Background: an optimization exercise with open tools, aiming at small area, a short achievable clock period and few clock cycles per item. Do not read the settings as production practice. The RTL was checked by simulation tests, not by an equivalence proof against the original design. Power and IR drop assume default switching activity.

## command_frame_receiver
module command_frame_receiver #(
   parameter int MAX_PAYLOAD = 64
) (
   input  logic                       clock,
   input  logic                       reset,
   input  logic                       req_valid,
   output logic                       req_ready,
   input  logic [cfr_pkg::BYTE_W-1:0] req_rx_byte,
   output logic                       rsp_valid,
   input  logic                       rsp_ready,
   output logic [cfr_pkg::BYTE_W-1:0] rsp_frame_command,
   output logic [cfr_pkg::LEN_W-1:0]  rsp_frame_length,
   output logic [cfr_pkg::BYTE_W-1:0] rsp_payload_byte,
   output logic                       rsp_byte_valid,
   output logic                       rsp_last,
   output logic [cfr_pkg::SUM_W-1:0]  rsp_received_sum,
   output logic [cfr_pkg::SUM_W-1:0]  rsp_computed_sum,
   output logic                       rsp_sum_match,
   input  logic                       csr_we,
   input  logic [cfr_pkg::CSR_W-1:0]  csr_index,
   input  logic [cfr_pkg::BYTE_W-1:0] csr_wdata
);
Size: roughly 2300 cells after synthesis, ~830 flip-flops, roughly 84 I/O pins, ~33000 µm² of cells after synthesis.
==> flow/config.mk <==
export PLATFORM = sky130hd
export DESIGN_NAME = command_frame_receiver
export DESIGN_NICKNAME = command_frame_receiver
export VERILOG_FILES = /design/flow/design.v
export SDC_FILE = /design/flow/constraint.sdc
export NUM_CORES = 4
export LEC_CHECK = 0
export CAP_MARGIN = 20
export CORE_MARGIN = 2
export CORE_UTILIZATION = 65
export CTS_BUF_LIST = sky130_fd_sc_hd__clkbuf_16
export CTS_CLUSTER_DIAMETER = 60
export CTS_CLUSTER_SIZE = 30
export PLACE_DENSITY = 0.75
export SETUP_SLACK_MARGIN = 2.05
export SLEW_MARGIN = 20
==> flow/constraint.sdc <==
create_clock -name core_clock -period 4.0 [get_ports {clock}]
set_input_delay 0.8000 -clock core_clock [delete_from_list [all_inputs] [get_ports {clock}]]
set_output_delay 0.8000 -clock core_clock [all_outputs]
set_load 0.01 [all_outputs]
run.sh (not shown) runs the stock make flow with config.mk's settings and CLKGATE_MAP_FILE= SYNTH_SCRIPT=/design/flow/synth_recipe.tcl, a recipe that flattens the netlist after the stock synthesis.
The baseline produced a clean layout.
Testbench counts at the start, summed over its fixed seeds: cycles 15,050, beats 10,307.
Change:
--- a/flow/config.mk
+++ b/flow/config.mk
@@ -15 +15 @@
-export SETUP_SLACK_MARGIN = 2.05
+export SETUP_SLACK_MARGIN = 2.0
=>
- The changed run finished with timing, DRC and antenna clean
- total power increases slightly
- final area decreases slightly
- critical path depth decreases by 7
- die area does not change
- routed wire length decreases slightly
Change:
--- a/flow/config.mk
+++ b/flow/config.mk
@@ -8 +8 @@
-export CAP_MARGIN = 20
+export CAP_MARGIN = 5
@@ -16 +16 @@
-export SLEW_MARGIN = 20
+export SLEW_MARGIN = 5
The new run passed the timing, design-rule and antenna checks.
Total power is unchanged.
Setup slack is unchanged.
First-iteration DRC count does not change.
Final cell count is unchanged.
Register-to-register slack hardly moves.
Hold slack stays the same.
Maximum frequency does not change.

* * *

Another version of the RTL of command_frame_receiver (not shown whole).
Size: about 2400 cells after synthesis, about 830 flip-flops, ~0.033 sq mm of cells after synthesis.
Settings: LEC_CHECK=0, ABC_CLOCK_PERIOD_IN_PS=2000, CAP_MARGIN=20, CORE_MARGIN=2, CORE_UTILIZATION=40, CTS_BUF_LIST=sky130_fd_sc_hd__clkbuf_16, CTS_CLUSTER_DIAMETER=60, CTS_CLUSTER_SIZE=30, SETUP_SLACK_MARGIN=2.0, SLEW_MARGIN=20; clock period 4.0 ns.
The baseline finished clean.
Testbench counts at the start, summed over its fixed seeds: cycles 15,046, beats 10,307.
Then changed:
- ABC_AREA: not set -> 1
- ABC_CLOCK_PERIOD_IN_PS: 2000 -> not set
- CORE_UTILIZATION: 40 -> 65
- PLACE_DENSITY: not set -> 0.75
=> The new run finished clean. Synthesized cell count is higher by roughly a tenth. Worst setup slack gets worse by 0.29 ns. Design area went down by a few percent.

* * *

Starting RTL as in the previous note.
==> flow/config.mk <==
export PLATFORM = sky130hd
export DESIGN_NAME = command_frame_receiver
export DESIGN_NICKNAME = command_frame_receiver
export VERILOG_FILES = /design/flow/design.v
export SDC_FILE = /design/flow/constraint.sdc
export NUM_CORES = 4
export LEC_CHECK = 0
export ABC_CLOCK_PERIOD_IN_PS = 1200
export CAP_MARGIN = 20
export CORE_MARGIN = 2
export CORE_UTILIZATION = 40
export CTS_BUF_LIST = sky130_fd_sc_hd__clkbuf_16
export CTS_CLUSTER_DIAMETER = 60
export CTS_CLUSTER_SIZE = 30
export SETUP_SLACK_MARGIN = 2.0
export SLEW_MARGIN = 20
==> flow/constraint.sdc <==
create_clock -name core_clock -period 4.0 [get_ports {clock}]
set_input_delay 0.8000 -clock core_clock [delete_from_list [all_inputs] [get_ports {clock}]]
set_output_delay 0.8000 -clock core_clock [all_outputs]
set_load 0.01 [all_outputs]
The first run completed with no timing, DRC or antenna violations.
Testbench counts at the start, summed over its fixed seeds: cycles 15,046, beats 10,307.
==> next run, changes <==
- ABC_CLOCK_PERIOD_IN_PS: 1200 -> unset
- CORE_UTILIZATION: 40 -> 65
- CTS_CLUSTER_SIZE: 30 -> 34
- PLACE_DENSITY: unset -> 0.75
- SETUP_SLACK_MARGIN: 2.0 -> 2.2
Clock skew hardly moves.
Register-to-register slack gets better by 0.03 ns.
Cell area went up by a few percent.
Cell count went down by a little under a tenth.
Die area went down by well over a third.
Setup slack gets better by 0.0065 ns.
First-iteration DRC count went up by well over a third.
Via count went up by roughly a tenth.
Clock-buffer cell count went down by 8.
Non-clock buffer count went up by 131.
==> next run, changes <==
- CTS_CLUSTER_SIZE: 34 -> 30
- SETUP_SLACK_MARGIN: 2.2 -> 2.0
After rerunning: Die area is unchanged; cell count shrinks by about 4.3%; combinational power shrinks by 24%; power shrinks by 1.0%; sequential share of layout area grows by 4.3 points; sequential cell count does not change; worst setup slack is worse by 0.032 ns; synthesized cell count stays the same; global-route usage shrinks by 3.0 points.

## static timing again, ports no longer ideal
How much do the figures lean on ideal ports? The routed layouts below were timed once more, with nothing changed but the port constraints. Step 1 (the two cells are an assumption about what drives the block):
set clk [get_ports {clock}]
set_driving_cell -lib_cell sky130_fd_sc_hd__clkbuf_16 $clk
set_driving_cell -lib_cell sky130_fd_sc_hd__buf_2 [delete_from_list [all_inputs] $clk]
Step 2 also shifts input and output timing later by t, the mid clock arrival at the registers, as if the neighbouring blocks saw the same clock. Slacks: no drivers / after step 1 / after step 2; pairs: no drivers / after step 1.
| run | t, ns | setup slack, ns | worst hold slack (ns) | slew at the worst register clock pin (ns) |
|---|---|---|---|---|
| the first run of note 1 | 0.674 | 1.926 / 1.872 / 1.287 | 0.412 / 0.412 / 0.412 | 0.11 / 0.11 |
| the second run of note 1 | 0.678 | 1.930 / 1.872 / 1.323 | 0.416 / 0.416 / 0.416 | 0.11 / 0.11 |
| the third run of note 1 | 0.678 | 1.930 / 1.872 / 1.323 | 0.416 / 0.416 / 0.416 | 0.11 / 0.11 |
| the first run of note 2 | 0.715 | 1.936 / 1.890 / 1.285 | 0.370 / 0.416 / 0.419 | 0.10 / 0.10 |
| the second run of note 2 | 0.681 | 1.649 / 1.649 / 1.369 | 0.425 / 0.425 / 0.425 | 0.11 / 0.11 |
| the first run of note 3 | 0.715 | 1.936 / 1.890 / 1.285 | 0.370 / 0.416 / 0.419 | 0.10 / 0.10 |
| the second run of note 3 | 0.681 | 1.943 / 1.928 / 1.274 | 0.398 / 0.398 / 0.398 | 0.11 / 0.11 |
| the third run of note 3 | 0.674 | 1.911 / 1.901 / 1.296 | 0.425 / 0.425 / 0.425 | 0.11 / 0.11 |
After both steps setup and hold are still met in every run listed. For the second run of note 3, which loses most, drivers alone change the setup slack by -0.015 ns; drivers and shift together by -0.669 ns.
